This design comes from an exercise in tuning for small area on the open sky130 flow, not from production work.
Where RTL was checked, it was by simulation tests only, not by an equivalence proof against the original.
The RTL of run 1 was laid out without a check of its function.
No activity file was given, so power comes from the tool's default toggle rates.

===== design/flow/config.mk =====
export PLATFORM = sky130hd
export DESIGN_NAME = llc_front
export DESIGN_NICKNAME = llc_front
export VERILOG_FILES = /design/flow/design.v
export SDC_FILE = /design/flow/constraint.sdc
export NUM_CORES = 4
export LEC_CHECK = 0
export CAP_MARGIN = 20
export CORE_MARGIN = 2
export CORE_UTILIZATION = 70
export CTS_BUF_LIST = sky130_fd_sc_hd__clkbuf_16
export CTS_CLUSTER_DIAMETER = 100
export CTS_CLUSTER_SIZE = 25
export SLEW_MARGIN = 20
export SYNTH_HIERARCHICAL = 1
export SYNTH_MINIMUM_KEEP_SIZE = 0

===== design/flow/constraint.sdc =====
create_clock -name core_clock -period 5.0 [get_ports {clk}]
set_input_delay 1.0000 -clock core_clock [delete_from_list [all_inputs] [get_ports {clk}]]
set_output_delay 1.0000 -clock core_clock [all_outputs]
set_load 0.01 [all_outputs]

===== design/flow/design.v =====
package llc_pkg;
    typedef struct packed {
        logic flush;                        
    } llc_rst_t;
    typedef struct packed {
        logic [32-1:0] addr;
        logic [32-1:0] data;
    } llc_rsp_t;
    typedef struct packed {
        logic [1:0]             op;
        logic [32-1:0] addr;
        logic [32-1:0] data;
    } llc_req_t;
    typedef struct packed {
        logic                   write;
        logic [32-1:0] addr;
        logic [32-1:0] data;
    } llc_dma_req_t;
    typedef struct packed {
        logic recall_pending;
        logic recall_valid;
        logic rst_stall;
        logic flush_stall;
        logic req_stall;
        logic dma_read_pending;
        logic dma_write_pending;
        logic save_req;                     
    } llc_status_t;
    typedef enum logic [3:0] {
        kind_rst,
        kind_rsp,
        kind_req,
        kind_stalled_req,
        kind_dma_req,
        kind_rst_resume,
        kind_flush_resume,
        kind_dma_read_resume,
        kind_dma_write_resume
    } llc_kind_t;
    typedef struct packed {
        logic rst_to_resume;
        logic flush_to_resume;
        logic rst_to_get;
        logic rsp_to_get;
        logic req_to_get;
        logic dma_req_to_get;
    } llc_sel_t;
    typedef struct packed {
        llc_kind_t              kind;
        logic                   look;       
        logic [1:0]             op;
        logic [32-1:0] addr;
        logic [32-1:0] data;
    } llc_dispatch_t;
endpackage
`timescale 1ns/1ps
module llc_in_fifo #(
    parameter int W = 1
) (
    input  logic           clk,
    input  logic           rst,
    input  logic           in_req,
    input  logic [W-1:0]   in_data,
    output logic           in_ack,
    input  logic           pop,
    output logic           valid,
    output logic [1:0]     rd_ptr,
    output logic [4*W-1:0] ents
);
    logic [W-1:0] mem [4];
    logic [1:0]   cnt;                  
    logic         nfull;                
    logic         push;
    logic         chg;                  
    logic         wr0, wr1, cy;
    assign push  = in_req && !in_ack && nfull;
    assign valid = !(nfull && !(cnt[0] || cnt[1]));
    assign chg   = push ^ pop;
    assign wr0 = rd_ptr[0] ^ cnt[0];
    assign cy  = rd_ptr[0] & cnt[0];
    assign wr1 = rd_ptr[1] ^ cnt[1] ^ cy;
    always_comb begin
        for (int i = 0; i < 4; i++) begin
            ents[i*W +: W] = mem[i];
        end
    end
    always_ff @(posedge clk or negedge rst) begin
        if (!rst) begin
            cnt    <= '0;
            nfull  <= 1'b1;
            in_ack <= 1'b0;
        end else begin
            in_ack <= in_req && (in_ack || nfull);
            cnt[0] <= cnt[0] ^ chg;
            cnt[1] <= cnt[1] ^ (chg && !(push ^ cnt[0]));
            nfull  <= pop || (nfull && !(push && cnt[1] && cnt[0]));
        end
    end
    always_ff @(posedge clk) begin
        if (pop) rd_ptr <= {rd_ptr[1] ^ rd_ptr[0], !rd_ptr[0]};
        for (int i = 0; i < 4; i++) begin
            if (push && {wr1, wr0} == 2'(i)) mem[i] <= in_data;
        end
    end
endmodule
`timescale 1ns/1ps
module llc_front (
    input  logic        clk,
    input  logic        rst,
    input  logic        rst_in_req,
    input  logic [0:0]  rst_in_data,
    output logic        rst_in_ack,
    input  logic        rsp_in_req,
    input  logic [63:0] rsp_in_data,
    output logic        rsp_in_ack,
    input  logic        req_in_req,
    input  logic [65:0] req_in_data,
    output logic        req_in_ack,
    input  logic        dma_in_req,
    input  logic [64:0] dma_in_data,
    output logic        dma_in_ack,
    input  logic [7:0]  status,
    output logic        out_req,
    input  logic        out_ack,
    output logic [70:0] out_rec
);
    localparam logic [3:0] K_RST = 4'd0, K_RSP = 4'd1, K_REQ = 4'd2, K_STL = 4'd3,
                           K_DMA = 4'd4, K_RRES = 4'd5, K_FRES = 4'd6, K_DRD = 4'd7,
                           K_DWR = 4'd8, K_NONE = 4'd15;
    logic rp, rv, rs, fs, qs, drp, dwp, save;
    assign {rp, rv, rs, fs, qs, drp, dwp, save} = status;
    logic [1:0] state;
    logic       st_idle, st_dec, st_bld;
    assign st_idle = (state == 2'd0);
    assign st_dec  = (state == 2'd1);
    assign st_bld  = (state == 2'd2);
    assign out_req = (state == 2'd3);
    logic [3:0]  kind;       
    logic [65:0] pay;        
    logic        look_r;
    logic [65:0] last_req;
    logic [65:0] stl;
    logic        stl_v;
    logic        rst_v, rsp_v, req_v, dma_v;
    logic [1:0]  rst_rd, rsp_rd, req_rd, dma_rd;
    logic [3:0]        rst_e;
    logic [4*64-1:0]   rsp_e;
    logic [4*66-1:0]   req_e;
    logic [4*65-1:0]   dma_e;
    logic [3:0] kind_n;
    logic       get_req, get_dma, use_stl;
    logic       pop_rst, pop_rsp;
    llc_in_fifo #(.W(1)) u_rst_fifo (
        .clk, .rst, .in_req(rst_in_req), .in_data(rst_in_data), .in_ack(rst_in_ack),
        .pop(pop_rst), .valid(rst_v), .rd_ptr(rst_rd), .ents(rst_e)
    );
    llc_in_fifo #(.W(64)) u_rsp_fifo (
        .clk, .rst, .in_req(rsp_in_req), .in_data(rsp_in_data), .in_ack(rsp_in_ack),
        .pop(pop_rsp), .valid(rsp_v), .rd_ptr(rsp_rd), .ents(rsp_e)
    );
    llc_in_fifo #(.W(66)) u_req_fifo (
        .clk, .rst, .in_req(req_in_req), .in_data(req_in_data), .in_ack(req_in_ack),
        .pop(get_req), .valid(req_v), .rd_ptr(req_rd), .ents(req_e)
    );
    llc_in_fifo #(.W(65)) u_dma_fifo (
        .clk, .rst, .in_req(dma_in_req), .in_data(dma_in_data), .in_ack(dma_in_ack),
        .pop(get_dma), .valid(dma_v), .rd_ptr(dma_rd), .ents(dma_e)
    );
    always_comb begin
        kind_n  = K_NONE;
        use_stl = 1'b0;
        if (rp) begin
            if (!rv)      kind_n = rsp_v ? K_RSP : K_NONE;
            else if (drp) kind_n = K_DRD;
        end else if (rs) begin
            kind_n = K_RRES;
        end else if (fs) begin
            kind_n = K_FRES;
        end else if (rst_v && !(drp || dwp)) begin
            kind_n = K_RST;
        end else if (rsp_v) begin
            kind_n = K_RSP;
        end else if (!qs && (req_v || stl_v)) begin
            kind_n  = stl_v ? K_STL : K_REQ;
            use_stl = stl_v;
        end else if (drp) begin
            kind_n = K_DRD;
        end else if (dwp) begin
            if (dma_v) kind_n = K_DWR;
        end else if (dma_v && !qs) begin
            kind_n = K_DMA;
        end
    end
    assign get_req = st_dec && (kind_n == K_REQ);
    assign get_dma = st_dec && (kind_n == K_DMA || kind_n == K_DWR);
    logic [3:0]  s_rsp, s_req, s_dma;
    logic        s_stl;
    logic [3:0]  rst_pick;
    logic [65:0] pay_n;
    always_comb begin
        for (int i = 0; i < 4; i++) begin
            s_rsp[i] = (kind_n == K_RSP) && (rsp_rd == 2'(i));
            s_req[i] = (kind_n == K_REQ) && (req_rd == 2'(i));
            s_dma[i] = (kind_n == K_DMA || kind_n == K_DWR) && (dma_rd == 2'(i));
            rst_pick[i] = (kind_n == K_RST) && (rst_rd == 2'(i));
        end
        s_stl = use_stl;
    end
    for (genvar b = 0; b < 64; b++) begin : g_pay
        logic [3:0] g;
        llc_aoi3 u_rsp (.s(s_rsp[2:0]), .d({rsp_e[2*64+b], rsp_e[64+b], rsp_e[b]}), .y(g[0]));
        llc_aoi3 u_req (.s(s_req[2:0]), .d({req_e[2*66+b], req_e[66+b], req_e[b]}), .y(g[1]));
        llc_aoi3 u_dma (.s(s_dma[2:0]), .d({dma_e[2*65+b], dma_e[65+b], dma_e[b]}), .y(g[2]));
        llc_aoi3 u_top (.s({s_rsp[3], s_req[3], s_dma[3]}),
                        .d({rsp_e[3*64+b], req_e[3*66+b], dma_e[3*65+b]}), .y(g[3]));
        if (b == 0) begin : g_rst
            assign pay_n[b] = ~(&g) | (s_stl & stl[b]) | (|(rst_pick & rst_e));
        end else begin : g_plain
            assign pay_n[b] = ~(&g) | (s_stl & stl[b]);
        end
    end
    logic [2:0] g64;
    llc_aoi3 u_req64 (.s(s_req[2:0]), .d({req_e[2*66+64], req_e[66+64], req_e[64]}), .y(g64[0]));
    llc_aoi3 u_dma64 (.s(s_dma[2:0]), .d({dma_e[2*65+64], dma_e[65+64], dma_e[64]}), .y(g64[1]));
    llc_aoi3 u_top64 (.s({s_req[3], s_dma[3], s_stl}),
                      .d({req_e[3*66+64], dma_e[3*65+64], stl[64]}), .y(g64[2]));
    assign pay_n[64] = ~(&g64);
    logic g65;
    llc_aoi3 u_req65 (.s(s_req[2:0]), .d({req_e[2*66+65], req_e[66+65], req_e[65]}), .y(g65));
    assign pay_n[65] = ~g65 | (s_req[3] & req_e[3*66+65]) | (s_stl & stl[65]);
    logic due, look;
    assign due  = (kind != K_NONE) && (kind != K_DRD || !rp);
    assign look = (kind == K_RSP) || (kind == K_REQ) || (kind == K_STL) || (kind == K_DMA)
               || (kind == K_FRES) || ((kind == K_DRD || kind == K_DWR) && !rp);
    assign pop_rst = st_bld && (kind == K_RST);
    assign pop_rsp = st_bld && (kind == K_RSP);
    assign out_rec = {kind, look_r, pay};
    always_ff @(posedge clk or negedge rst) begin
        if (!rst) begin
            state <= 2'd0;
            stl_v <= 1'b0;
        end else begin
            case (state)
                2'd0:    if (!out_ack) state <= 2'd1;
                2'd1:    state <= 2'd2;
                2'd2:    state <= due ? 2'd3 : 2'd1;
                default: if (out_ack) state <= 2'd0;
            endcase
            if (save)                  stl_v <= 1'b1;
            else if (st_dec && use_stl) stl_v <= 1'b0;
        end
    end
    always_ff @(posedge clk) begin
        if (st_dec) begin
            kind <= kind_n;
            pay  <= pay_n;
        end
        if (st_bld) begin
            look_r <= look;
            if (kind == K_REQ || kind == K_STL) last_req <= pay;
        end
        if (save) stl <= last_req;
    end
endmodule
module llc_aoi3 (
    input  logic [2:0] s,
    input  logic [2:0] d,
    output logic       y
);
    assign y = ~((s[0] & d[0]) | (s[1] & d[1]) | (s[2] & d[2]));
endmodule

===== design/flow/flow/run.sh =====
#!/bin/bash
set -o pipefail
bash standard.sh BUFFER_PORTS_ARGS="-buffer_cell sky130_fd_sc_hd__buf_1" finish > standard_run.log 2>&1

===== design/flow/standard.sh =====
#!/bin/bash
# synth_recipe.tcl (not shown) runs the flow's synth.tcl, then flattens the netlist and writes it again
# the make line also repeats each setting of config.mk as NAME=value (left out here)
make -C /OpenROAD-flow-scripts/flow DESIGN_CONFIG=/design/flow/config.mk WORK_HOME=/design/flow/orfs CLKGATE_MAP_FILE= SYNTH_SCRIPT=/design/flow/synth_recipe.tcl "${@:-finish}"

==> summary.txt, run 1 <==
Run status -> no timing/DRC/antenna violations
Maximum achievable frequency -> 258 MHz
Clock insertion delay at the later pin of the skew report -> 0.61 ns
Final Skew -> 0.0221 ns
Cell area after synthesis -> 35100 sq um
Max-Slew Margin vs Limit -> 0.227
Number of failing setup endpoints in the final timing report -> 0
Number of buffers created by CTS -> 46
Post-CTS Setup Repair Bufs -> 0
Horiz. Die Dim -> 228 um
Placement-stage cell area -> 37900 sq um
Arrival time reported for the critical path endpoint -> 4.37 ns
Remaining number of nets flagged by the antenna check after routing -> 0
WS Path Type -> flip-flop to flip-flop
Maximum number of buffers from clock root to sink -> 3
Area added between synthesis and finish -> 11.5%
Proportion of netlist area held by the largest area contributor -> 0.850
CTS root buf -> clkbuf_16
Measured slew at the worst slew-check pin -> 1.16 ns
1st-pass router iterations -> 7
Avg Synthesized Cell Area -> 22.1 sq um
Post-CTS clock slew at the launch and capture registers of the worst setup and hold paths -> 0.09 ns
Cell-by-cell listing of the critical path -> or3b_2 -> nor3_1 -> a21oi_1 -> o221ai_1 -> nand4bb_1 -> nor3b_4 -> buf_4 -> a222oi_1 -> nand4_1 -> a21o_1
Largest fanout on the critical path -> 25
Overall die height -> 228 um
Final Max Slew Viols -> 0
Aggregate routed wire length -> 88500 um
Effective utilization at floorplan -> 0.705
VDD IR max -> 0.422 mV
Register bit total from synthesis -> 1014
Total half-perimeter wirelength after legalization and detailed placement -> 47600 um
Final Worst Setup Slack -> 1.12 ns
Category of cells accounting for the largest share of critical-path delay -> simple AND/OR/NAND/NOR gates
Final cell area excluding filler cells -> 39200 sq um
Most common cell after layout, fill and taps aside -> edfxtp_1
Vias per Instance -> 7.25
Placed cell count -> 2592
Count of buffers inserted at the top-level ports -> 286
TritonCTS clock tree -> yes
DRC errors left -> 0
Initial antenna violation count -> 29
Non-filler instance count after layout -> 2674
Wire per inst -> 33.1 um
Proportion of layout cells with a drive suffix above 1 -> 0.0763
Area contributors post-synth -> edfxtp_1 85%, a222oi_1 7.4%, a21o_1 1.4%
Placeable core region -> 49900 sq um
Final number of hold-violating endpoints -> 0
Placer Congestion -> 0.834
Worst Setup Start Kind -> flip-flop
Vias -> 19400
Multi-input gate area -> 4920 sq um
Number of max-cap violations -> 0
Setup repair after global routing missed its margin -> no
Final net count -> 2184
Distinct cell type count after synthesis -> 52
Die outline area -> 52000 sq um
Hold crit path type -> input pin to asynchronous set/reset pin
Largest net degree at the start of global routing -> 67
Smallest hold slack -> 0.341 ns
Count of filler cells inserted in the layout -> 2748
I/O pin count -> 287
Wire length of the first global-routing pass -> 128000 um
CP endpoint kind -> flip-flop
Critical path buffer and inverter count -> 1
Period minus WS final -> 3.88 ns
Ys Warns -> 15
Highest-count cells in the layout ignoring fill and taps -> 995 x edfxtp_1, 284 x buf_1, 260 x a222oi_1, 64 x nand4_1, 64 x a21o_1
WP data required -> 5.49 ns
Worst-case setup slack after placement -> 0.969 ns
Sequential element share of the synthesized area -> 0.864
Pwr dens -> 423 nW/um^2
Setup TNS -> 0 ns
Initial DRC count -> 3730
Number of levels the H-tree was split into -> 2
Synth Instances -> 1593
Post-route clock period utilization -> 0.776
Gr usage total -> 0.343
Register area -> 30400 sq um
Synthesized net count -> 1808
Slowest-stage cell, CP -> nor3b_4
Cell type with the largest total area after synthesis -> edfxtp_1
Count of clock tree sinks -> 1014
Number of buffers inserted by hold repair at cts -> 0
Number of global-route vias before repair -> 19500
CP max stage delay -> 0.66 ns
Post-cts sizing count -> 0
Cell row count -> 82
Final global-route overflow total -> 0
Leakage component of the power -> 0.0125 uW
## final cells by class
cell class                      count  share of cell area
Timing Repair Buffer              342              0.0438
Clock buffer                       47              0.0300
Tap cell                          672              0.0215
Multi-Input combinational cell    553               0.126
Clock inverter                     10             0.00141
Sequential cell                  1014               0.775
Antenna cell                       24             0.00153
Inverter                           12             0.00118
## cells in the mapped netlist (all sizes together)
cell type,n
a21o,64
nor3,10
nor4,2
nand2,15
and3,5
mux4,1
nand2b,10
inv,12
a2111oi,1
edfxtp,995
or3,1
ha,4
o22ai,2
nand4bb,1
nor4bb,1
a31oi,3
a31o,1
nor2,17
nand3,2
a21boi,1
and2,2
mux2i,4
nor2b,11
o21a,4
o221ai,1
buf,11
nor3b,11
o31ai,3
or2,2
a222oi,260
a21oi,6
o21ai,8
nor4b,5
dfrtp,15
xnor2,13
o2111ai,2
nand4,64
or3b,4
dfstp,4
xor2,8
nand3b,4
clkbuf,3
## stage by stage
| step | util | power [uW] |
|---|---|---|
| 5_1_grt | 0.785 | 17000 |
| 3_3_place_gp | 0.759 | 12600 |
| 6_report | 0.786 | 16600 |
| 3_5_place_dp | 0.759 | 12700 |
| 4_1_cts | 0.784 | 16600 |
| 2_1_floorplan | - | 11700 |
## report_power, final
group | leakage (uW) | switching, uW | internal (uW)
sequential | 0.00929 | 347 | 10400
clock | 0.000633 | 2370 | 1700
combinational | 0.00261 | 1300 | 495
## worst reg2reg max path, stage by stage, from the launching register on
cell	delay [ns]
dfstp_2	0.58
or3b_2	0.52
nor3_1	0.22
a21oi_1	0.08
o221ai_1	0.29
nand4bb_1	0.47
nor3b_4	0.67
buf_4	0.53
a222oi_1	0.16
nand4_1	0.15
a21o_1	0.10
## logic make-up after synthesis
logic type / Yosys count / share of synthesized area
xor gates and xnor gates: 21 / 0.00523
AOI/OAI and AO/OA: 356 / 0.0944
and+or+nand+nor: 167 / 0.0297
muxes: 5 / 0.00178
buffers and inverters: 26 / 0.00338
adders and majority gates: 4 / 0.00142
DFF: 1014 / 0.864
## worst paths after layout
check,startpoint,end,slack [ns],depth (start not counted)
max,u_req_fifo.nfull,pay[59],1.12,10
max reg2reg,u_req_fifo.nfull,pay[59],1.12,10
min in group core_clock,last_req[53],stl[53],0.42,0
min reg2reg,last_req[53],stl[53],0.42,0
max in group asynchronous,rst,u_dma_fifo.nfull,4.29,1
min,rst,u_rst_fifo.in_ack,0.34,1
## modules after synthesis, one instance, submodules excluded, a selection
| module | cells | flip-flops and latches | area, sq um |
|---|---|---|---|
| llc_front | 429 | 206 | 7650 |
| llc_aoi3 | 1 | 0 | 10.0 |
## per-layer routing
metal	global-route usage	up-vias	share of wire
met5	0	-	0.0014
met4	0.132	20	0.028
met3	0.0726	162	0.13
met2	0.560	1519	0.49
met1	0.464	9738	0.35
li1	-	7939	-
## sequential cells by signal, indices dropped and copies added (netlist names), 4 cells and up
register / count
u_req_fifo.mem: 264
stl: 66
u_rst_fifo.mem: 4
last_req: 66
pay: 66
u_dma_fifo.mem: 260
kind: 4
u_rsp_fifo.mem: 256
==> inputs of run 2 (changes only) <==
--- a/design/flow/design.v
+++ b/design/flow/design.v
@@ -67,7 +67,9 @@
     output logic [1:0]     rd_ptr,
     output logic [4*W-1:0] ents
 );
-    logic [W-1:0] mem [4];
+    logic [3:0][W-1:0] mem;
+    logic [3:0][W-1:0] mem_d;
+    logic [3:0]   we, we_n;             
     logic [1:0]   cnt;                  
     logic         nfull;                
     logic         push;
@@ -96,12 +98,30 @@
             nfull  <= pop || (nfull && !(push && cnt[1] && cnt[0]));
         end
     end
+    always_comb begin
+        for (int i = 0; i < 4; i++) begin
+            we[i]   = push && ({wr1, wr0} == 2'(i));
+            we_n[i] = !we[i];
+        end
+    end
+    for (genvar i = 0; i < 4; i++) begin : g_slot
+        for (genvar b = 0; b < W; b++) begin : g_bit
+            llc_hold u_hold (.e(we[i]), .en(we_n[i]), .d(in_data[b]), .q(mem[i][b]), .y(mem_d[i][b]));
+        end
+    end
     always_ff @(posedge clk) begin
-        if (pop) rd_ptr <= {rd_ptr[1] ^ rd_ptr[0], !rd_ptr[0]};
-        for (int i = 0; i < 4; i++) begin
-            if (push && {wr1, wr0} == 2'(i)) mem[i] <= in_data;
-        end
-    end
+        rd_ptr <= {rd_ptr[1] ^ (pop && rd_ptr[0]), rd_ptr[0] ^ pop};
+        mem    <= mem_d;
+    end
+endmodule
+module llc_hold (
+    input  logic e,
+    input  logic en,
+    input  logic d,
+    input  logic q,
+    output logic y
+);
+    assign y = (e & d) | (en & q);
 endmodule
 `timescale 1ns/1ps
 module llc_front (
@@ -197,14 +217,16 @@
     logic        s_stl;
     logic [3:0]  rst_pick;
     logic [65:0] pay_n;
+    logic        hold_pay;
+    assign hold_pay = !st_dec;
     always_comb begin
         for (int i = 0; i < 4; i++) begin
-            s_rsp[i] = (kind_n == K_RSP) && (rsp_rd == 2'(i));
-            s_req[i] = (kind_n == K_REQ) && (req_rd == 2'(i));
-            s_dma[i] = (kind_n == K_DMA || kind_n == K_DWR) && (dma_rd == 2'(i));
-            rst_pick[i] = (kind_n == K_RST) && (rst_rd == 2'(i));
-        end
-        s_stl = use_stl;
+            s_rsp[i] = st_dec && (kind_n == K_RSP) && (rsp_rd == 2'(i));
+            s_req[i] = st_dec && (kind_n == K_REQ) && (req_rd == 2'(i));
+            s_dma[i] = st_dec && (kind_n == K_DMA || kind_n == K_DWR) && (dma_rd == 2'(i));
+            rst_pick[i] = st_dec && (kind_n == K_RST) && (rst_rd == 2'(i));
+        end
+        s_stl = st_dec && use_stl;
     end
     for (genvar b = 0; b < 64; b++) begin : g_pay
         logic [3:0] g;
@@ -214,9 +236,11 @@
         llc_aoi3 u_top (.s({s_rsp[3], s_req[3], s_dma[3]}),
                         .d({rsp_e[3*64+b], req_e[3*66+b], dma_e[3*65+b]}), .y(g[3]));
         if (b == 0) begin : g_rst
-            assign pay_n[b] = ~(&g) | (s_stl & stl[b]) | (|(rst_pick & rst_e));
+            logic y;
+            llc_fin u_fin (.g, .s(s_stl), .d(stl[b]), .h(hold_pay), .q(pay[b]), .y);
+            assign pay_n[b] = y | (|(rst_pick & rst_e));
         end else begin : g_plain
-            assign pay_n[b] = ~(&g) | (s_stl & stl[b]);
+            llc_fin u_fin (.g, .s(s_stl), .d(stl[b]), .h(hold_pay), .q(pay[b]), .y(pay_n[b]));
         end
     end
     logic [2:0] g64;
@@ -224,10 +248,10 @@
     llc_aoi3 u_dma64 (.s(s_dma[2:0]), .d({dma_e[2*65+64], dma_e[65+64], dma_e[64]}), .y(g64[1]));
     llc_aoi3 u_top64 (.s({s_req[3], s_dma[3], s_stl}),
                       .d({req_e[3*66+64], dma_e[3*65+64], stl[64]}), .y(g64[2]));
-    assign pay_n[64] = ~(&g64);
+    assign pay_n[64] = ~(&g64) | (hold_pay & pay[64]);
     logic g65;
     llc_aoi3 u_req65 (.s(s_req[2:0]), .d({req_e[2*66+65], req_e[66+65], req_e[65]}), .y(g65));
-    assign pay_n[65] = ~g65 | (s_req[3] & req_e[3*66+65]) | (s_stl & stl[65]);
+    assign pay_n[65] = ~g65 | (s_req[3] & req_e[3*66+65]) | (s_stl & stl[65]) | (hold_pay & pay[65]);
     logic due, look;
     assign due  = (kind != K_NONE) && (kind != K_DRD || !rp);
     assign look = (kind == K_RSP) || (kind == K_REQ) || (kind == K_STL) || (kind == K_DMA)
@@ -250,16 +274,28 @@
             else if (st_dec && use_stl) stl_v <= 1'b0;
         end
     end
+    logic       ld_last, ld_last_n, save_n, st_bld_n;
+    logic [3:0] kind_d;
+    logic       look_d;
+    logic [65:0] last_d, stl_d;
+    assign st_bld_n  = !st_bld;
+    assign ld_last   = st_bld && (kind == K_REQ || kind == K_STL);
+    assign ld_last_n = !ld_last;
+    assign save_n    = !save;
+    for (genvar k = 0; k < 4; k++) begin : g_kind
+        llc_hold u_hold (.e(st_dec), .en(hold_pay), .d(kind_n[k]), .q(kind[k]), .y(kind_d[k]));
+    end
+    llc_hold u_look (.e(st_bld), .en(st_bld_n), .d(look), .q(look_r), .y(look_d));
+    for (genvar b = 0; b < 66; b++) begin : g_keep
+        llc_hold u_last (.e(ld_last), .en(ld_last_n), .d(pay[b]), .q(last_req[b]), .y(last_d[b]));
+        llc_hold u_stl (.e(save), .en(save_n), .d(last_req[b]), .q(stl[b]), .y(stl_d[b]));
+    end
     always_ff @(posedge clk) begin
-        if (st_dec) begin
-            kind <= kind_n;
-            pay  <= pay_n;
-        end
-        if (st_bld) begin
-            look_r <= look;
-            if (kind == K_REQ || kind == K_STL) last_req <= pay;
-        end
-        if (save) stl <= last_req;
+        kind     <= kind_d;
+        pay      <= pay_n;
+        look_r   <= look_d;
+        last_req <= last_d;
+        stl      <= stl_d;
     end
 endmodule
 module llc_aoi3 (
@@ -269,3 +305,13 @@
 );
     assign y = ~((s[0] & d[0]) | (s[1] & d[1]) | (s[2] & d[2]));
 endmodule
+module llc_fin (
+    input  logic [3:0] g,
+    input  logic       s,
+    input  logic       d,
+    input  logic       h,
+    input  logic       q,
+    output logic       y
+);
+    assign y = ~(&g) | (s & d) | (h & q);
+endmodule
--- a/design/flow/config.mk
+++ b/design/flow/config.mk
@@ -10,7 +10,7 @@
 export CORE_UTILIZATION = 70
 export CTS_BUF_LIST = sky130_fd_sc_hd__clkbuf_16
 export CTS_CLUSTER_DIAMETER = 100
-export CTS_CLUSTER_SIZE = 25
+export CTS_CLUSTER_SIZE = 30
 export SLEW_MARGIN = 20
 export SYNTH_HIERARCHICAL = 1
 export SYNTH_MINIMUM_KEEP_SIZE = 0
==> run 2 against run 1 <==
Against the previous run:
- still clean
- die area down 4.3%
- power up 45%
- clock power down 3%
- core utilization up 0.17 points
- flip-flop and latch count unchanged
- sequential share of layout area down 23 points
- fmax down 1.5%
- clock skew down 0.0058 ns
- global-route usage up 13 points
- cell count up 33%
- area after synthesis down 4.4%
- first-iteration DRC count up 58%
==> summary.txt, run 2 <==
Run status -> no timing/DRC/antenna violations
Int Power -> 16100 uW (+28%)
Placement-stage cell area -> 36300 sq um (-4.2%)
Initial DRC count -> 5907 (+58%)
Count of buffers inserted at the top-level ports -> 286 (unchanged)
Largest registers in the final layout -> u_req_fifo.mem: 264 flops, u_dma_fifo.mem: 260 flops, u_rsp_fifo.mem: 256 flops
Cell type with the largest total area after synthesis -> dfxtp_1
CP endpoint kind -> flip-flop
Net switching power of the design -> 7990 uW (+99%)
Maximum achievable frequency -> 254 MHz (-1.5%)
Final cell area excluding filler cells -> 37400 sq um (-4.4%)
CTS root buf -> clkbuf_16
Wire per inst -> 34.1 um (+3.0%)
Synthesized net count -> 2762 (+53%)
Post-route clock period utilization -> 0.788 (+0.0119)
Relative contribution of the clock network to total power -> 0.164 (-0.081)
Critical path buffer and inverter count -> 1 (unchanged)
Arrival time reported for the critical path endpoint -> 4.46 ns (+0.09 ns)
Area added between synthesis and finish -> 11.5% (about the same)
Sequential element share of the synthesized area -> 0.607 (-0.257)
Remaining number of nets flagged by the antenna check after routing -> 0 (unchanged)
Post-CTS Setup Repair Bufs -> 0 (unchanged)
Final Skew -> 0.0162 ns (-0.00584 ns)
Largest net degree at the start of global routing -> 67 (unchanged)
Gr usage total -> 0.469 (+0.126)
Sequential share of power -> 0.566 (-0.080)
Final Max Slew Viols -> 0 (unchanged)
Initial antenna violation count -> 32 (+10%)
Maximum number of buffers from clock root to sink -> 3 (unchanged)
Register with the highest flop count -> u_req_fifo.mem
Post-CTS clock slew at the launch and capture registers of the worst setup and hold paths -> 0.11 ns (+0.02 ns)
Vias per Instance -> 8.33 (+15%)
Number of levels the H-tree was split into -> 2 (unchanged)
Final net count -> 3146 (+44%)
TritonCTS clock tree -> yes
Pwr dens -> 643 nW/um^2 (+52%)
Number of max-cap violations -> 0 (unchanged)
Sw Ratio -> 0.332 (+0.0893)
Most common cell after layout, fill and taps aside -> dfxtp_1
Asr flop ratio synth -> 0.0187 (unchanged)
Effective utilization at floorplan -> 0.706 (+0.00179)
Number of buffers inserted by hold repair at cts -> 0 (unchanged)
Cell row count -> 80 (-2.4%)
Overall die height -> 223 um (-2.2%)
WP data required -> 5.52 ns (+0.03 ns)
Clock insertion delay at the later pin of the skew report -> 0.62 ns (about the same)
Setup repair after global routing missed its margin -> no
WS Path Type -> flip-flop to flip-flop
Placeable core region -> 47500 sq um (-4.6%)
Distinct cell type count after synthesis -> 50 (-3.8%)
VDD IR max -> 0.644 mV (+53%)
CP max stage delay -> 0.46 ns (-0.20 ns)
Leakage component of the power -> 0.0152 uW (+21%)
Highest-count cells in the layout ignoring fill and taps -> 995 x dfxtp_1, 921 x a22o_1, 284 x buf_1, 260 x a222oi_1, 67 x nand4_1
Number of buffers created by CTS -> 39 (-15%)
Worst Setup Start Kind -> flip-flop
Final cell utilization of the core -> 0.787 (+0.00168)
Most used flip-flop cell after synthesis -> dfxtp_1
Ys Warns -> 11 (-4)
Register bit total from synthesis -> 1014 (unchanged)
DRC errors left -> 0 (unchanged)
Placer Congestion -> 0.893 (+7.0%)
Post-cts sizing count -> 0 (unchanged)
Category of cells accounting for the largest share of critical-path delay -> simple AND/OR/NAND/NOR gates
Cell occurring most often along the worst timing path -> nand4_1
Proportion of layout cells with a drive suffix above 1 -> 0.0570 (-0.0194)
Cell with the most instances after synthesis -> dfxtp_1
Cell area after synthesis -> 33600 sq um (-4.4%)
Number of flops mapped to enable cells by yosys -> 0 (-100%)
Wire length of the first global-routing pass -> 179000 um (+40%)
Leading post-synthesis cells by instance count -> 995 x dfxtp_1, 921 x a22o_1, 260 x a222oi_1
Vias -> 29700 (+53%)
Total half-perimeter wirelength after legalization and detailed placement -> 64600 um (+36%)
Cell-by-cell listing of the critical path -> nor2_1 -> nand2_1 -> or3_1 -> or2_1 -> or4_4 -> nand4_1 -> nor2_4 -> buf_4 -> a222oi_1 -> nand4_1 -> a221o_1
Count of filler cells inserted in the layout -> 3089 (+12%)
Final number of hold-violating endpoints -> 0 (unchanged)
Hold crit path type -> input pin to asynchronous set/reset pin
Die outline area -> 49800 sq um (-4.3%)
I/O pin count -> 287 (unchanged)
Final global-route overflow total -> 0 (unchanged)
Smallest hold slack -> 0.323 ns (-0.0177 ns)
Synth Instances -> 2543 (+60%)
Number of failing setup endpoints in the final timing report -> 0 (unchanged)
Period minus WS final -> 3.94 ns (+0.0594 ns)
Area contributors post-synth -> dfxtp_1 59%, a22o_1 24%, a222oi_1 7.7%
Comb pwr share -> 0.270 (+0.161)
Max-Slew Margin vs Limit -> 0.144 (-0.0830)
Proportion of netlist area held by the largest area contributor -> 0.593 (-0.257)
Avg Synthesized Cell Area -> 13.2 sq um (-40%)
Aggregate routed wire length -> 122000 um (+37%)
Number of global-route vias before repair -> 29600 (+52%)
Measured slew at the worst slew-check pin -> 1.28 ns (+0.124 ns)
Horiz. Die Dim -> 223 um (-2.2%)
1st-pass router iterations -> 12 (+5)
Largest fanout on the critical path -> 27 (+8.0%)
Count of clock tree sinks -> 1014 (unchanged)
Slowest-stage cell, CP -> dfrtp_1
Flip-flop count of the largest register, all copies and words added -> 264 (unchanged)
[run 2: cell count changes in the layout (fill, tap and decap cells not counted), sizes merged, moves of 8 or more]
cell    previous run  this run
a221o              0        65
buf              340       348
nand3              2        13
nor3b             11         3
nand2b            10         2
edfxtp           995         0
a21o              64         6
a22o               0       921
dfxtp              0       995
[run 2: power by group through the flow]
stage	Clock [uW]	Combinational [uW]	Sequential (uW)
6_report	3960	6510	13600
5_1_grt	4160	6750	13900
4_1_cts	3920	6230	13500
3_5_place_dp	0	6190	13600
3_3_place_gp	0	5870	13400
2_1_floorplan	0	4190	13100
[run 2: area by class of cell]
class | count | area (sq um) | area share
multi-input combinational | 1507 | 13400 | 0.357
tap | 615 | 769 | 0.0206
sequential | 1014 | 20400 | 0.545
inverter | 16 | 60.1 | 0.00160
timing repair buffer | 349 | 1710 | 0.0457
antenna | 23 | 57.6 | 0.00154
clock inverter | 4 | 41.3 | 0.00110
clock buffer | 41 | 1030 | 0.0274
[run 2: worst register-to-register path, delay by kind of cell, from the launching register on]
kind	cells	cell delay (ns)
compound gates	2	0.77
simple gates	8	2.24
flops	1	0.46
buf+inv	1	0.37
[run 2: metrics by stage]
stage / power (uW) / std cells / setup slack [ns] / setup TNS [ns]
5_1_grt: 24800 / 3565 / 0.989 / 0
4_1_cts: 23600 / 3545 / 1.19 / 0
3_3_place_gp: 19300 / 3498 / 0.823 / 0
3_5_place_dp: 19800 / 3500 / 0.751 / 0
2_1_floorplan: 17300 / 2543 / -0.0259 / -3.39
6_report: 24100 / 3569 / 1.06 / 0
[run 2: path summary, 6_finish.rpt]
path	end	from	slack, ns	cells past startpoint
max	pay[40]	u_rsp_fifo.cnt[1]	1.06	11
min	state[1]	rst	0.32	1
max reg2reg	pay[40]	u_rsp_fifo.cnt[1]	1.06	11
min reg2reg	u_req_fifo.mem[87]	u_req_fifo.mem[87]	0.48	1
max in group asynchronous	u_req_fifo.nfull	rst	4.32	1
min in group core_clock	u_req_fifo.mem[87]	u_req_fifo.mem[87]	0.48	1
[run 2: cells by family (layout without fill, tap and decap cells)]
group | Yosys count | in the layout | share of synthesized area
other | 0 | 23 | 0
adder cells (fa/ha/maj) | 9 | 9 | 0.00328
AND/OR/NAND/NOR | 189 | 189 | 0.0320
buffers and inverters | 22 | 410 | 0.00279
AO/OA/AOI/OAI | 1280 | 1280 | 0.344
flip-flops | 1014 | 1014 | 0.607
multiplexers | 5 | 5 | 0.00186
XOR/XNOR | 24 | 24 | 0.00894
[run 2: per-module statistics from Yosys (local to each module, per instance), a selection]
module	times used	flops+latches	cells inside
llc_aoi3	260	0	1
llc_fin	64	0	2
llc_front	1	206	310
llc_hold	921	0	1
[run 2: metal layers]
metal / routed length, um / part of all wire / GRT usage
met4: 7510 / 0.062 / 0.290
met1: 42900 / 0.35 / 0.604
met2: 52900 / 0.43 / 0.704
met5: 133 / 0.0011 / 0
met3: 18200 / 0.15 / 0.127
==> inputs of run 3 (changes only) <==
--- a/design/flow/config.mk
+++ b/design/flow/config.mk
@@ -10,7 +10,7 @@
 export CORE_UTILIZATION = 70
 export CTS_BUF_LIST = sky130_fd_sc_hd__clkbuf_16
 export CTS_CLUSTER_DIAMETER = 100
-export CTS_CLUSTER_SIZE = 30
+export CTS_CLUSTER_SIZE = 25
 export SLEW_MARGIN = 20
 export SYNTH_HIERARCHICAL = 1
 export SYNTH_MINIMUM_KEEP_SIZE = 0
==> run 3 against run 2 <==
Against the previous run:
- still clean
- clock power increased by 7.8%
- first-iteration DRC count grew 2.7%
- global-route usage rose by 0.27 points
- core utilization grew 0.42 points
- setup slack better by 0.015 ns
- via count up 0.77%
- count of clock-buffer cells in the layout rose by 8
- flip-flop and latch count unchanged
- design area rose by 0.54%
- synthesized cell count unchanged
- critical path type unchanged
==> summary.txt, run 3 <==
Run status -> no timing/DRC/antenna violations
Post-route clock period utilization -> 0.785 (-0.00301)
Setup repair after global routing missed its margin -> no
Area added between synthesis and finish -> 12.1%
Aggregate routed wire length -> 122000 um (+0.52%)
Leakage component of the power -> 0.0153 uW (+0.63%)
Register bit total from synthesis -> 1014 (unchanged)
Synthesized net count -> 2762 (unchanged)
CTS root buf -> clkbuf_16
Sequential element share of the synthesized area -> 0.607 (unchanged)
Final number of hold-violating endpoints -> 0 (unchanged)
Placeable core region -> 47500 sq um (unchanged)
Period minus WS final -> 3.92 ns (-0.0151 ns)
Smallest hold slack -> 0.309 ns (-0.0139 ns)
CP endpoint kind -> flip-flop
Highest-count cells in the layout ignoring fill and taps -> 995 x dfxtp_1, 921 x a22o_1, 284 x buf_1, 260 x a222oi_1, 67 x nand4_1
Register with the highest flop count -> u_req_fifo.mem
Flip-flop count of the largest register, all copies and words added -> 264 (unchanged)
Ys Warns -> 11 (unchanged)
Post-cts sizing count -> 0 (unchanged)
Most used flip-flop cell after synthesis -> dfxtp_1
VDD IR max -> 0.493 mV (-23%)
DRC errors left -> 0 (unchanged)
Count of buffers inserted at the top-level ports -> 286 (unchanged)
Number of failing setup endpoints in the final timing report -> 0 (unchanged)
Proportion of netlist area held by the largest area contributor -> 0.593 (unchanged)
Placer Congestion -> 0.893 (unchanged)
I/O pin count -> 287 (unchanged)
Avg Synthesized Cell Area -> 13.2 sq um (unchanged)
Largest fanout on the critical path -> 27 (unchanged)
Final Skew -> 0.0156 ns (-0.000678 ns)
Number of levels the H-tree was split into -> 2 (unchanged)
Hold crit path type -> input pin to asynchronous set/reset pin
Wire length of the first global-routing pass -> 180000 um (+0.66%)
1st-pass router iterations -> 8 (-4)
Vias -> 30000 (+0.77%)
Initial DRC count -> 6066 (+2.7%)
Number of buffers created by CTS -> 46 (+18%)
Effective utilization at floorplan -> 0.706 (unchanged)
TritonCTS clock tree -> yes
Beginning of the worst register-to-register path -> u_dma_fifo.cnt[1]
Worst-case setup slack after placement -> 0.751 ns (unchanged)
Clock insertion delay at the later pin of the skew report -> 0.64 ns (+0.02 ns)
WP data required -> 5.58 ns (+0.06 ns)
Count of filler cells inserted in the layout -> 3050 (-1.3%)
Cell type with the largest total area after synthesis -> dfxtp_1
Final Worst Setup Slack -> 1.08 ns (+0.0151 ns)
Count of clock tree sinks -> 1014 (unchanged)
Post-CTS Setup Repair Bufs -> 0 (unchanged)
Horiz. Die Dim -> 223 um (unchanged)
Final Max Slew Viols -> 0 (unchanged)
Worst Setup Start Kind -> flip-flop
Destination of the worst register-to-register timing path -> pay[20]
Gr usage total -> 0.471 (+0.00273)
Largest registers in the final layout -> u_req_fifo.mem: 264 flops, u_dma_fifo.mem: 260 flops, u_rsp_fifo.mem: 256 flops
Remaining number of nets flagged by the antenna check after routing -> 0 (unchanged)
Distinct cell type count after synthesis -> 50 (unchanged)
Total half-perimeter wirelength after legalization and detailed placement -> 64600 um (unchanged)
Leading post-synthesis cells by instance count -> 995 x dfxtp_1, 921 x a22o_1, 260 x a222oi_1
Post-CTS clock slew at the launch and capture registers of the worst setup and hold paths -> 0.10 ns (about the same)
Final cell utilization of the core -> 0.792 (+0.00424)
Asr flop ratio synth -> 0.0187 (unchanged)
WS Path Type -> flip-flop to flip-flop
Number of flops mapped to enable cells by yosys -> 0 (unchanged)
Die outline area -> 49800 sq um (unchanged)
Number of max-cap violations -> 0 (unchanged)
Cell row count -> 80 (unchanged)
Measured slew at the worst slew-check pin -> 1.27 ns (-0.00945 ns)
Max-Slew Margin vs Limit -> 0.150 (+0.00630)
Area contributors post-synth -> dfxtp_1 59%, a22o_1 24%, a222oi_1 7.7%
Largest net degree at the start of global routing -> 67 (unchanged)
Power after layout -> 24400 uW (+1.4%)
Setup TNS -> 0 ns (unchanged)
Number of buffers inserted by hold repair at cts -> 0 (unchanged)
Final global-route overflow total -> 0 (unchanged)
Initial antenna violation count -> 28 (-13%)
Vias per Instance -> 8.36 (+0.37%)
Proportion of layout cells with a drive suffix above 1 -> 0.0595 (+0.00257)
Wire per inst -> 34.2 um (+0.12%)
Maximum achievable frequency -> 255 MHz (+0.38%)
Most common cell after layout, fill and taps aside -> dfxtp_1
Cell with the most instances after synthesis -> dfxtp_1
Final net count -> 3153 (+0.22%)
R2R depth -> 12 (+1)
Arrival time reported for the critical path endpoint -> 4.50 ns (+0.04 ns)
Cell area after synthesis -> 33600 sq um (unchanged)
Pwr dens -> 649 nW/um^2 (+0.81%)
Synth Instances -> 2543 (unchanged)
Maximum number of buffers from clock root to sink -> 3 (unchanged)
R2R setup slack -> 1.08 ns (+0.02 ns)
Overall die height -> 223 um (unchanged)
Number of global-route vias before repair -> 29900 (+1.1%)
[run 3: area by class of cell]
type / instances / area, sq um / area share
Clock inverter: 4 / 27.5 / 0.000731
Inverter: 16 / 60.1 / 0.00160
Clock buffer: 49 / 1230 / 0.0326
Timing Repair Buffer: 349 / 1710 / 0.0455
Multi-Input combinational cell: 1507 / 13400 / 0.355
Antenna cell: 29 / 72.6 / 0.00193
Tap cell: 615 / 769 / 0.0204
Sequential cell: 1014 / 20400 / 0.542
[run 3: where the power goes]
part / internal (uW) / total (uW) / switching [uW]
Sequential: 11400 / 13600 / 2180
Combinational: 3120 / 6520 / 3400
Clock: 1760 / 4270 / 2510
[run 3: logic make-up (layout without fill, tap and decap cells)]
family          after synthesis  in the layout  share of synthesized area
flops                      1014           1014                      0.607
mux                           5              5                    0.00186
other cells                   0             29                          0
simple gates                189            189                     0.0320
xor+xnor                     24             24                    0.00894
compound gates             1280           1280                      0.344
fa+ha+maj                     9              9                    0.00328
buf+inv                      22            418                    0.00279
[run 3: per-stage QoR]
step,std cells,cell area [sq um]
global route,3571,37600
detailed placement,3500,36300
CTS,3553,37500
global placement,3498,36200
floorplan,2543,33700
finish,3583,37600
[run 3: how the worst max path moves through the flow]
stage | startpoint | to | slack (ns)
floorplan | req_in_req | u_req_fifo.mem[0] | -0.03
global route | u_dma_fifo.cnt[1] | pay[57] | 0.94
CTS | u_rsp_fifo.cnt[1] | pay[20] | 1.18
finish | u_dma_fifo.cnt[1] | pay[20] | 1.08
detailed placement | status[7] | pay[57] | 0.75
global placement | status[7] | pay[0] | 0.82
[run 3: per-layer routing]
metal  wire (um)  up-vias  track usage
met2       52600     2908        0.706
met4        7650       10        0.288
li1            -    11900            -
met3       18300      659        0.129
met5          63        -            0
met1       43700    14500        0.612
[run 3: modules after synthesis (local to each module, per instance), a selection]
module     flip-flops and latches  cell area [sq um]  cells
llc_front                     206               4750    310
llc_aoi3                        0               10.0      1
llc_hold                        0               8.76      1
llc_fin                         0               16.3      2
[run 3: critical path, stage by stage (launching register included)]
cell	delay, ns
dfrtp_1	0.46
nor2_1	0.07
nand2_1	0.12
nor2b_1	0.23
o21ai_0	0.19
a31oi_1	0.21
buf_4	0.24
nand4_1	0.42
nor2_4	0.88
buf_4	0.56
a222oi_1	0.21
nand4_1	0.13
a221o_1	0.12
==> inputs of run 4 (changes only) <==
--- a/design/flow/design.v
+++ b/design/flow/design.v
@@ -64,28 +64,24 @@
     output logic           in_ack,
     input  logic           pop,
     output logic           valid,
-    output logic [1:0]     rd_ptr,
+    output logic [3:0]     head,
     output logic [4*W-1:0] ents
 );
     logic [3:0][W-1:0] mem;
     logic [3:0][W-1:0] mem_d;
-    logic [3:0]   we, we_n;             
     logic [1:0]   cnt;                  
     logic         nfull;                
-    logic         push;
+    logic         push, push_n;
     logic         chg;                  
-    logic         wr0, wr1, cy;
-    assign push  = in_req && !in_ack && nfull;
-    assign valid = !(nfull && !(cnt[0] || cnt[1]));
-    assign chg   = push ^ pop;
-    assign wr0 = rd_ptr[0] ^ cnt[0];
-    assign cy  = rd_ptr[0] & cnt[0];
-    assign wr1 = rd_ptr[1] ^ cnt[1] ^ cy;
-    always_comb begin
-        for (int i = 0; i < 4; i++) begin
-            ents[i*W +: W] = mem[i];
-        end
-    end
+    assign push   = in_req && !in_ack && nfull;
+    assign push_n = !push;
+    assign valid  = !(nfull && !(cnt[0] || cnt[1]));
+    assign chg    = push ^ pop;
+    assign head[0] = nfull && !cnt[1] &&  cnt[0];
+    assign head[1] = nfull &&  cnt[1] && !cnt[0];
+    assign head[2] = nfull &&  cnt[1] &&  cnt[0];
+    assign head[3] = !nfull;
+    assign ents    = mem;
     always_ff @(posedge clk or negedge rst) begin
         if (!rst) begin
             cnt    <= '0;
@@ -98,20 +94,19 @@
             nfull  <= pop || (nfull && !(push && cnt[1] && cnt[0]));
         end
     end
-    always_comb begin
-        for (int i = 0; i < 4; i++) begin
-            we[i]   = push && ({wr1, wr0} == 2'(i));
-            we_n[i] = !we[i];
-        end
-    end
     for (genvar i = 0; i < 4; i++) begin : g_slot
         for (genvar b = 0; b < W; b++) begin : g_bit
-            llc_hold u_hold (.e(we[i]), .en(we_n[i]), .d(in_data[b]), .q(mem[i][b]), .y(mem_d[i][b]));
+            if (i == 0) begin : g_in
+                llc_hold u_hold (.e(push), .en(push_n), .d(in_data[b]), .q(mem[i][b]),
+                                 .y(mem_d[i][b]));
+            end else begin : g_sh
+                llc_hold u_hold (.e(push), .en(push_n), .d(mem[i-1][b]), .q(mem[i][b]),
+                                 .y(mem_d[i][b]));
+            end
         end
     end
     always_ff @(posedge clk) begin
-        rd_ptr <= {rd_ptr[1] ^ (pop && rd_ptr[0]), rd_ptr[0] ^ pop};
-        mem    <= mem_d;
+        mem <= mem_d;
     end
 endmodule
 module llc_hold (
@@ -162,7 +157,7 @@
     logic [65:0] stl;
     logic        stl_v;
     logic        rst_v, rsp_v, req_v, dma_v;
-    logic [1:0]  rst_rd, rsp_rd, req_rd, dma_rd;
+    logic [3:0]  rst_hd, rsp_hd, req_hd, dma_hd;
     logic [3:0]        rst_e;
     logic [4*64-1:0]   rsp_e;
     logic [4*66-1:0]   req_e;
@@ -172,19 +167,19 @@
     logic       pop_rst, pop_rsp;
     llc_in_fifo #(.W(1)) u_rst_fifo (
         .clk, .rst, .in_req(rst_in_req), .in_data(rst_in_data), .in_ack(rst_in_ack),
-        .pop(pop_rst), .valid(rst_v), .rd_ptr(rst_rd), .ents(rst_e)
+        .pop(pop_rst), .valid(rst_v), .head(rst_hd), .ents(rst_e)
     );
     llc_in_fifo #(.W(64)) u_rsp_fifo (
         .clk, .rst, .in_req(rsp_in_req), .in_data(rsp_in_data), .in_ack(rsp_in_ack),
-        .pop(pop_rsp), .valid(rsp_v), .rd_ptr(rsp_rd), .ents(rsp_e)
+        .pop(pop_rsp), .valid(rsp_v), .head(rsp_hd), .ents(rsp_e)
     );
     llc_in_fifo #(.W(66)) u_req_fifo (
         .clk, .rst, .in_req(req_in_req), .in_data(req_in_data), .in_ack(req_in_ack),
-        .pop(get_req), .valid(req_v), .rd_ptr(req_rd), .ents(req_e)
+        .pop(get_req), .valid(req_v), .head(req_hd), .ents(req_e)
     );
     llc_in_fifo #(.W(65)) u_dma_fifo (
         .clk, .rst, .in_req(dma_in_req), .in_data(dma_in_data), .in_ack(dma_in_ack),
-        .pop(get_dma), .valid(dma_v), .rd_ptr(dma_rd), .ents(dma_e)
+        .pop(get_dma), .valid(dma_v), .head(dma_hd), .ents(dma_e)
     );
     always_comb begin
         kind_n  = K_NONE;
@@ -221,10 +216,10 @@
     assign hold_pay = !st_dec;
     always_comb begin
         for (int i = 0; i < 4; i++) begin
-            s_rsp[i] = st_dec && (kind_n == K_RSP) && (rsp_rd == 2'(i));
-            s_req[i] = st_dec && (kind_n == K_REQ) && (req_rd == 2'(i));
-            s_dma[i] = st_dec && (kind_n == K_DMA || kind_n == K_DWR) && (dma_rd == 2'(i));
-            rst_pick[i] = st_dec && (kind_n == K_RST) && (rst_rd == 2'(i));
+            s_rsp[i] = st_dec && (kind_n == K_RSP) && rsp_hd[i];
+            s_req[i] = st_dec && (kind_n == K_REQ) && req_hd[i];
+            s_dma[i] = st_dec && (kind_n == K_DMA || kind_n == K_DWR) && dma_hd[i];
+            rst_pick[i] = st_dec && (kind_n == K_RST) && rst_hd[i];
         end
         s_stl = st_dec && use_stl;
     end
--- a/design/flow/config.mk
+++ b/design/flow/config.mk
@@ -7,10 +7,10 @@
 export LEC_CHECK = 0
 export CAP_MARGIN = 20
 export CORE_MARGIN = 2
-export CORE_UTILIZATION = 70
+export CORE_UTILIZATION = 60
 export CTS_BUF_LIST = sky130_fd_sc_hd__clkbuf_16
 export CTS_CLUSTER_DIAMETER = 100
-export CTS_CLUSTER_SIZE = 25
+export CTS_CLUSTER_SIZE = 30
 export SLEW_MARGIN = 20
 export SYNTH_HIERARCHICAL = 1
 export SYNTH_MINIMUM_KEEP_SIZE = 0
==> run 4 against run 3 <==
Against the previous run:
- largest cell class unchanged
- design area is 2.4% lower
- still clean on timing, DRC and antenna
- global-route usage is 13 points lower
- synthesized cell count is 2.4% lower
- fmax is 7.2% lower
- clock power is 11% lower
- via count is 11% lower
- worst hold slack better by 0.046 ns
- critical path depth is 1 lower
- register-to-register slack worse by 0.30 ns
==> summary.txt, run 4 <==
Largest registers in the final layout -> u_req_fifo.mem: 264 flops, u_dma_fifo.mem: 260 flops, u_rsp_fifo.mem: 256 flops
Effective utilization at floorplan -> 0.604 (-0.103)
Vias -> 26600 (-11%)
Count of filler cells inserted in the layout -> 4215 (+38%)
Setup repair after global routing missed its margin -> no
Overall die height -> 239 um (+7.0%)
Number of flops mapped to enable cells by yosys -> 0 (unchanged)
Wire length of the first global-routing pass -> 153000 um (-15%)
Count of clock tree sinks -> 1006 (-0.79%)
1st-pass router iterations -> 10 (+2)
Final Max Slew Viols -> 0 (unchanged)
Vias per Instance -> 7.46 (-11%)
Highest-count cells in the layout ignoring fill and taps -> 987 x dfxtp_1, 921 x a22o_1, 284 x buf_1, 260 x a222oi_1, 65 x nand4_1
Synth Instances -> 2481 (-2.4%)
Final net count -> 3076 (-2.4%)
Measured slew at the worst slew-check pin -> 1.06 ns (-0.211 ns)
Wire per inst -> 28.5 um (-17%)
Cell type with the largest total area after synthesis -> dfxtp_1
Area added between synthesis and finish -> 11.1%
Synthesized net count -> 2692 (-2.5%)
Slowest-stage cell, CP -> dfstp_2
Capture point of the critical path -> pay[26]
Proportion of netlist area held by the largest area contributor -> 0.598 (+0.00469)
Aggregate routed wire length -> 102000 um (-17%)
Number of buffers inserted by hold repair at cts -> 0 (unchanged)
Number of buffers created by CTS -> 39 (-15%)
Worst Setup Start Kind -> flip-flop
Leakage component of the power -> 0.0147 uW (-4.2%)
Beginning of the worst register-to-register path -> u_rsp_fifo.nfull
Clock insertion delay at the later pin of the skew report -> 0.61 ns (-0.03 ns)
Area contributors post-synth -> dfxtp_1 60%, a22o_1 24%, a222oi_1 7.9%
Ys Warns -> 11 (unchanged)
Proportion of layout cells with a drive suffix above 1 -> 0.0516 (-0.00792)
Xor and xnor area share after synthesis -> 0.00212 (-0.00682)
Placer Congestion -> 0.881 (-1.3%)
Register with the highest flop count -> u_req_fifo.mem
Maximum achievable frequency -> 236 MHz (-7.2%)
Cell row count -> 86 (+7.5%)
Post-CTS clock slew at the launch and capture registers of the worst setup and hold paths -> 0.11 ns (about the same)
Avg Synthesized Cell Area -> 13.3 sq um (+0.88%)
Sequential element share of the synthesized area -> 0.612 (+0.00493)
Maximum number of buffers from clock root to sink -> 3 (unchanged)
Most used flip-flop cell after synthesis -> dfxtp_1
Max-Slew Margin vs Limit -> 0.291 (+0.141)
Share of synthesized area spent on multiplexers -> 0.00121 (-0.000651)
Count of buffers inserted at the top-level ports -> 286 (unchanged)
CP max stage delay -> 0.62 ns (-0.26 ns)
Number of failing setup endpoints in the final timing report -> 0 (unchanged)
Post-route clock period utilization -> 0.846 (+0.0609)
Placeable core region -> 54800 sq um (+15%)
Total half-perimeter wirelength after legalization and detailed placement -> 58000 um (-10%)
Final number of hold-violating endpoints -> 0 (unchanged)
Post-CTS Setup Repair Bufs -> 0 (unchanged)
Worst-case setup slack after placement -> 0.770 ns (+0.0187 ns)
Start point of the critical path -> u_rsp_fifo.nfull
Pwr dens -> 634 nW/um^2 (-2.2%)
Initial antenna violation count -> 3 (-89%)
TritonCTS clock tree -> yes
Initial DRC count -> 3863 (-36%)
Leading post-synthesis cells by instance count -> 987 x dfxtp_1, 921 x a22o_1, 260 x a222oi_1
Final global-route overflow total -> 0 (unchanged)
Flip-flop count of the largest register, all copies and words added -> 264 (unchanged)
Hold crit path type -> input pin to asynchronous set/reset pin
Adder and majority gate portion of the synthesized area -> 0.000303 (-0.00298)
VDD IR max -> 0.451 mV (-8.5%)
R2R setup slack -> 0.77 ns (-0.30 ns)
Asr flop ratio synth -> 0.0189 (+0.000149)
Destination of the worst register-to-register timing path -> pay[26]
Arrival time reported for the critical path endpoint -> 4.72 ns (+0.22 ns)
WP data required -> 5.49 ns (-0.09 ns)
CP endpoint kind -> flip-flop
R2R depth -> 11 (-1)
Cell area after synthesis -> 33100 sq um (-1.6%)
Horiz. Die Dim -> 239 um (+7.0%)
Area fraction in compound gates after synthesis -> 0.350 (+0.00632)
Cell with the most instances after synthesis -> dfxtp_1
I/O pin count -> 287 (unchanged)
Number of max-cap violations -> 0 (unchanged)
Post-cts sizing count -> 0 (unchanged)
Power after layout -> 23300 uW (-4.6%)
CTS root buf -> clkbuf_16
Remaining number of nets flagged by the antenna check after routing -> 0 (unchanged)
Largest family of logic cells by synthesized area -> compound AO/OA/AOI/OAI gates
Distinct cell type count after synthesis -> 52 (+4.0%)
Final Worst Setup Slack -> 0.771 ns (-0.304 ns)
Number of levels the H-tree was split into -> 2 (unchanged)
DRC errors left -> 0 (unchanged)
Number of global-route vias before repair -> 25500 (-15%)
Most common cell after layout, fill and taps aside -> dfxtp_1
Basic-gate share of the synthesized area counting and, or, nand and nor cells -> 0.0308 (-0.00119)
Largest fanout on the critical path -> 29 (+7.4%)
Gr usage total -> 0.341 (-0.130)
Period minus WS final -> 4.23 ns (+0.304 ns)
Die outline area -> 57000 sq um (+15%)
Final Skew -> 0.0375 ns (+0.0219 ns)
Cell-by-cell listing of the critical path -> inv_1 -> or3_1 -> or3_2 -> nor3_1 -> nor4_2 -> nor2b_2 -> and2_2 -> buf_12 -> a222oi_1 -> nand4_1 -> a221o_1
Register bit total from synthesis -> 1006 (-0.79%)
Largest net degree at the start of global routing -> 154 (+130%)
Run status -> no timing/DRC/antenna violations
WS Path Type -> flip-flop to flip-flop
run 4: cell types whose count changed after synthesis, moves of 5 or more:
cell and change:
a21o_1 -6, and2_1 +8, and3_1 -8, dfxtp_1 -8
ha_1 -8, inv_1 +7, nand2_1 -7, nand3_1 -12
nand4b_1 +5, nor3_1 -15, xnor2_2 -8
run 4: how the worst min path moves through the flow:
stage | to | slack [ns] | depth (start not counted)
final | u_rsp_fifo.in_ack | 0.35 | 1
after global routing | u_req_fifo.cnt[0] | 0.39 | 1
after CTS | u_dma_fifo.mem[205] | 0.48 | 1
after detailed placement | u_req_fifo.mem[239] | 0.45 | 1
after global placement | u_dma_fifo.mem[208] | 0.45 | 1
after floorplan | pay[65] | 0.44 | 2
run 4: area by class of cell:
cell class / instances / area [sq um] / area share
antenna: 1 / 2.50 / 0.0000681
timing repair buffer: 345 / 1720 / 0.0469
tap: 704 / 881 / 0.0240
multi-input combinational: 1450 / 12800 / 0.348
sequential: 1006 / 20200 / 0.551
inverter: 23 / 111 / 0.00303
clock buffer: 39 / 976 / 0.0266
clock inverter: 4 / 32.5 / 0.000886
run 4: cells by family after synthesis:
logic type	count (synthesis)
AOI/OAI and AO/OA	1277
xor gates and xnor gates	8
adders and majority gates	1
buffers and inverters	25
DFF	1006
muxes	4
and+or+nand+nor	160
run 4: worst max-delay path, delay by kind of cell, from the launching register on:
kind,cells,cell delay (ns)
buf+inv,2,0.42
compound gates,2,0.68
simple gates,7,2.39
flops,1,0.62
run 4: metal layers:
metal | vias up | GRT usage | part of all wire
met4 | 4 | 0.123 | 0.032
met2 | 1504 | 0.543 | 0.46
met1 | 13400 | 0.474 | 0.41
li1 | 11600 | - | -
met3 | 199 | 0.0532 | 0.098
met5 | - | 0 | 0.00018
run 4: through the flow:
| step | util | std cells | hold slack (ns) | TNS [ns] | instance area (sq um) |
|---|---|---|---|---|---|
| after floorplan | - | 2481 | 0.436 | -1869.11 | 33100 |
| after global placement | 0.652 | 3527 | 0.451 | 0 | 35700 |
| after detailed placement | 0.652 | 3527 | 0.453 | 0 | 35700 |
| after CTS | 0.670 | 3570 | 0.484 | 0 | 36700 |
| after global routing | 0.671 | 3572 | 0.389 | 0 | 36700 |
| final | 0.671 | 3572 | 0.355 | 0 | 36700 |
run 4: Yosys stat by module, one instance, submodules excluded, excerpt:
module	flip-flops and latches	cells inside	area (sq um)
llc_front	206	304	4740
llc_fin	0	2	16.3
llc_aoi3	0	1	10.0
llc_hold	0	1	8.76
run 4: power by group:
| part | switching, uW | internal, uW |
|---|---|---|
| combinational | 2680 | 2860 |
| clock | 2390 | 1430 |
| sequential | 2630 | 11300 |
==> inputs of run 5 (changes only) <==
--- a/design/flow/config.mk
+++ b/design/flow/config.mk
@@ -7,7 +7,7 @@
 export LEC_CHECK = 0
 export CAP_MARGIN = 20
 export CORE_MARGIN = 2
-export CORE_UTILIZATION = 60
+export CORE_UTILIZATION = 70
 export CTS_BUF_LIST = sky130_fd_sc_hd__clkbuf_16
 export CTS_CLUSTER_DIAMETER = 100
 export CTS_CLUSTER_SIZE = 30
==> run 5 against run 4 <==
Against the previous run:
- highest routed layer unchanged
- synthesized cell count unchanged
- combinational power about the same
- wire length down 2.7%
- worst hold slack worse by 0.019 ns
- design area down 0.57%
- first-iteration DRC count up 32%
==> summary.txt, run 5 <==
Final Max Slew Viols -> 0 (unchanged)
Clock insertion delay at the later pin of the skew report -> 0.62 ns (about the same)
Horiz. Die Dim -> 221 um (-7.3%)
Wire length of the first global-routing pass -> 151000 um (-0.97%)
Effective utilization at floorplan -> 0.710 (+0.106)
Max-Slew Margin vs Limit -> 0.195 (-0.0951)
Ys Warns -> 11 (unchanged)
R2R setup slack -> 0.83 ns (+0.06 ns)
Worst Setup Start Kind -> flip-flop
Register with the highest flop count -> u_req_fifo.mem
Final antenna diode count -> 0 (-1)
Cell with the most instances after synthesis -> dfxtp_1
Start point of the critical path -> u_rsp_fifo.nfull
WP data required -> 5.51 ns (+0.02 ns)
Number of max-cap violations -> 0 (unchanged)
Destination of the worst register-to-register timing path -> pay[42]
1st-pass router iterations -> 8 (-2)
Count of clock tree sinks -> 1006 (unchanged)
Vias per Instance -> 7.83 (+4.9%)
Die outline area -> 49000 sq um (-14%)
VDD IR max -> 0.524 mV (+16%)
Proportion of netlist area held by the largest area contributor -> 0.598 (unchanged)
Placeable core region -> 46600 sq um (-15%)
Final Skew -> 0.0230 ns (-0.0145 ns)
Total half-perimeter wirelength after legalization and detailed placement -> 55500 um (-4.3%)
Leakage component of the power -> 0.0146 uW (-0.32%)
R2R depth -> 12 (+1)
Initial antenna violation count -> 3 (unchanged)
Aggregate routed wire length -> 99000 um (-2.7%)
Run status -> no timing/DRC/antenna violations
CP endpoint kind -> flip-flop
Post-cts sizing count -> 0 (unchanged)
Number of failing setup endpoints in the final timing report -> 0 (unchanged)
Sequential element share of the synthesized area -> 0.612 (unchanged)
Register bit total from synthesis -> 1006 (unchanged)
Largest net degree at the start of global routing -> 215 (+40%)
Final net count -> 3066 (-0.33%)
Count of filler cells inserted in the layout -> 2972 (-29%)
Number of flops mapped to enable cells by yosys -> 0 (unchanged)
Flip-flop count of the largest register, all copies and words added -> 264 (unchanged)
Overall die height -> 221 um (-7.3%)
Smallest hold slack -> 0.336 ns (-0.0195 ns)
CTS root buf -> clkbuf_16
Gr usage total -> 0.385 (+0.0432)
Period minus WS final -> 4.17 ns (-0.0618 ns)
Register area -> 20200 sq um (unchanged)
Wire per inst -> 28.6 um (+0.29%)
Hold crit path type -> input pin to asynchronous set/reset pin
Final global-route overflow total -> 0 (unchanged)
Area contributors post-synth -> dfxtp_1 60%, a22o_1 24%, a222oi_1 7.9%
Arrival time reported for the critical path endpoint -> 4.68 ns (-0.04 ns)
Beginning of the worst register-to-register path -> u_rsp_fifo.nfull
Maximum achievable frequency -> 240 MHz (+1.5%)
Maximum number of buffers from clock root to sink -> 3 (unchanged)
Largest fanout on the critical path -> 28 (-3.4%)
Distinct cell type count after synthesis -> 52 (unchanged)
TritonCTS clock tree -> yes
Asr flop ratio synth -> 0.0189 (unchanged)
Avg Synthesized Cell Area -> 13.3 sq um (unchanged)
DRC errors left -> 0 (unchanged)
Initial DRC count -> 5103 (+32%)
Post-CTS Setup Repair Bufs -> 0 (unchanged)
Cell type with the largest total area after synthesis -> dfxtp_1
Count of buffers inserted at the top-level ports -> 286 (unchanged)
Most used flip-flop cell after synthesis -> dfxtp_1
Synth Instances -> 2481 (unchanged)
Final number of hold-violating endpoints -> 0 (unchanged)
I/O pin count -> 287 (unchanged)
Synthesized net count -> 2692 (unchanged)
Placer Congestion -> 0.897 (+1.8%)
Measured slew at the worst slew-check pin -> 1.21 ns (+0.143 ns)
Setup repair after global routing missed its margin -> no
Final cell utilization of the core -> 0.785 (+0.114)
Post-route clock period utilization -> 0.833 (-0.0124)
Multi-input gate area -> 12800 sq um (about the same)
Number of buffers created by CTS -> 39 (unchanged)
Number of levels the H-tree was split into -> 2 (unchanged)
Vias -> 27100 (+1.8%)
Most common cell after layout, fill and taps aside -> dfxtp_1
Proportion of layout cells with a drive suffix above 1 -> 0.0483 (-0.00332)
Number of global-route vias before repair -> 26200 (+2.7%)
Remaining number of nets flagged by the antenna check after routing -> 0 (unchanged)
WS Path Type -> flip-flop to flip-flop
Number of buffers inserted by hold repair at cts -> 0 (unchanged)
Post-CTS clock slew at the launch and capture registers of the worst setup and hold paths -> 0.12 ns (about the same)
Area added between synthesis and finish -> 10.5%
Largest registers in the final layout -> u_req_fifo.mem: 264 flops, u_dma_fifo.mem: 260 flops, u_rsp_fifo.mem: 256 flops
Pwr dens -> 639 nW/um^2 (+0.74%)
Cell area after synthesis -> 33100 sq um (unchanged)
Highest-count cells in the layout ignoring fill and taps -> 987 x dfxtp_1, 921 x a22o_1, 284 x buf_1, 260 x a222oi_1, 65 x nand4_1
Cell row count -> 79 (-8.1%)
Leading post-synthesis cells by instance count -> 987 x dfxtp_1, 921 x a22o_1, 260 x a222oi_1
-- run 5: cell counts after synthesis --
No cell type changed its count.
-- run 5: per-stage QoR --
step / power, uW / area, sq um / instances / setup TNS (ns) / setup WS (ns)
2_1_floorplan: 17200 / 33100 / 2481 / -1869.11 / -2.49
5_1_grt: 24300 / 36500 / 3464 / 0 / 0.697
3_5_place_dp: 19400 / 35500 / 3421 / 0 / 0.880
4_1_cts: 23100 / 36500 / 3464 / 0 / 0.928
6_report: 23300 / 36500 / 3464 / 0 / 0.833
3_3_place_gp: 19000 / 35500 / 3421 / 0 / 1.01
-- run 5: critical path, cell delays in order, from the launching register on --
cell,delay (ns)
dfstp_2,0.62
inv_1,0.09
or3_1,0.45
or3_2,0.54
nor3_1,0.50
nor2_1,0.11
o2111ai_2,0.28
nor2_4,0.27
buf_12,0.26
buf_4,0.18
a222oi_1,0.32
nand4_1,0.15
a221o_1,0.28
-- run 5: how the worst max path moves through the flow --
stage | to | cells after the start
floorplan | u_req_fifo.mem[0] | 3
global placement | pay[25] | 11
detailed placement | pay[42] | 11
CTS | pay[42] | 12
global route | pay[59] | 12
finish | pay[42] | 12
-- run 5: where the power goes --
| part | switching [uW] | total [uW] | internal (uW) | leakage [uW] |
|---|---|---|---|---|
| clock | 2360 | 3800 | 1430 | 0.000503 |
| sequential | 2700 | 14000 | 11300 | 0.00836 |
| combinational | 2700 | 5540 | 2850 | 0.00575 |
-- run 5: logic make-up (layout without fill, tap and decap cells) --
logic type | count (synthesis) | in the layout | synth area share
muxes | 4 | 4 | 0.00121
buffers and inverters | 25 | 401 | 0.00318
adders and majority gates | 1 | 1 | 0.000303
xor gates and xnor gates | 8 | 8 | 0.00212
and+or+nand+nor | 160 | 160 | 0.0308
AOI/OAI and AO/OA | 1277 | 1277 | 0.350
DFF | 1006 | 1006 | 0.612
-- run 5: final cells by class --
| type | count | area share |
|---|---|---|
| Multi-Input combinational cell | 1450 | 0.350 |
| Inverter | 23 | 0.00301 |
| Clock inverter | 4 | 0.000891 |
| Timing Repair Buffer | 335 | 0.0448 |
| Sequential cell | 1006 | 0.554 |
| Clock buffer | 39 | 0.0267 |
| Tap cell | 607 | 0.0208 |
-- run 5: modules after synthesis, one instance, submodules excluded, excerpt --
module / area, sq um / copies in the design / cells inside
llc_fin: 16.3 / 64 / 2
llc_front: 4740 / 1 / 304
llc_aoi3: 10.0 / 260 / 1
llc_hold: 8.76 / 921 / 1
-- run 5: routing by layer --
layer,GRT usage,vias up,wire [um]
li1,-,11600,-
met1,0.529,13300,38400
met2,0.591,1875,44700
met3,0.0782,325,11600
met4,0.168,6,4320
met5,0,-,43

what the ideal ports hide:
Ports are ideal in the flow. The routed layouts listed here were re-timed in OpenROAD. Step 1 assumes that a clkbuf_16 drives the clock port and a buf_2 every other input. Step 2 also shifts input and output timing later by t, the mid clock arrival at the registers, as if the neighbouring blocks saw the same clock. a / b / c = no drivers / after step 1 / after step 2; a / b = the first two.
run | shift t [ns] | slack for setup (ns)
run 1 | 0.669 | 1.120 / 1.120 / 0.841
run 2 | 0.683 | 1.060 / 1.060 / 0.609
run 3 | 0.695 | 1.075 / 1.075 / 0.561
run 4 | 0.655 | 0.771 / 0.771 / 0.713
run 5 | 0.671 | 0.833 / 0.833 / 0.731
After both steps setup and hold are still met in every run listed.
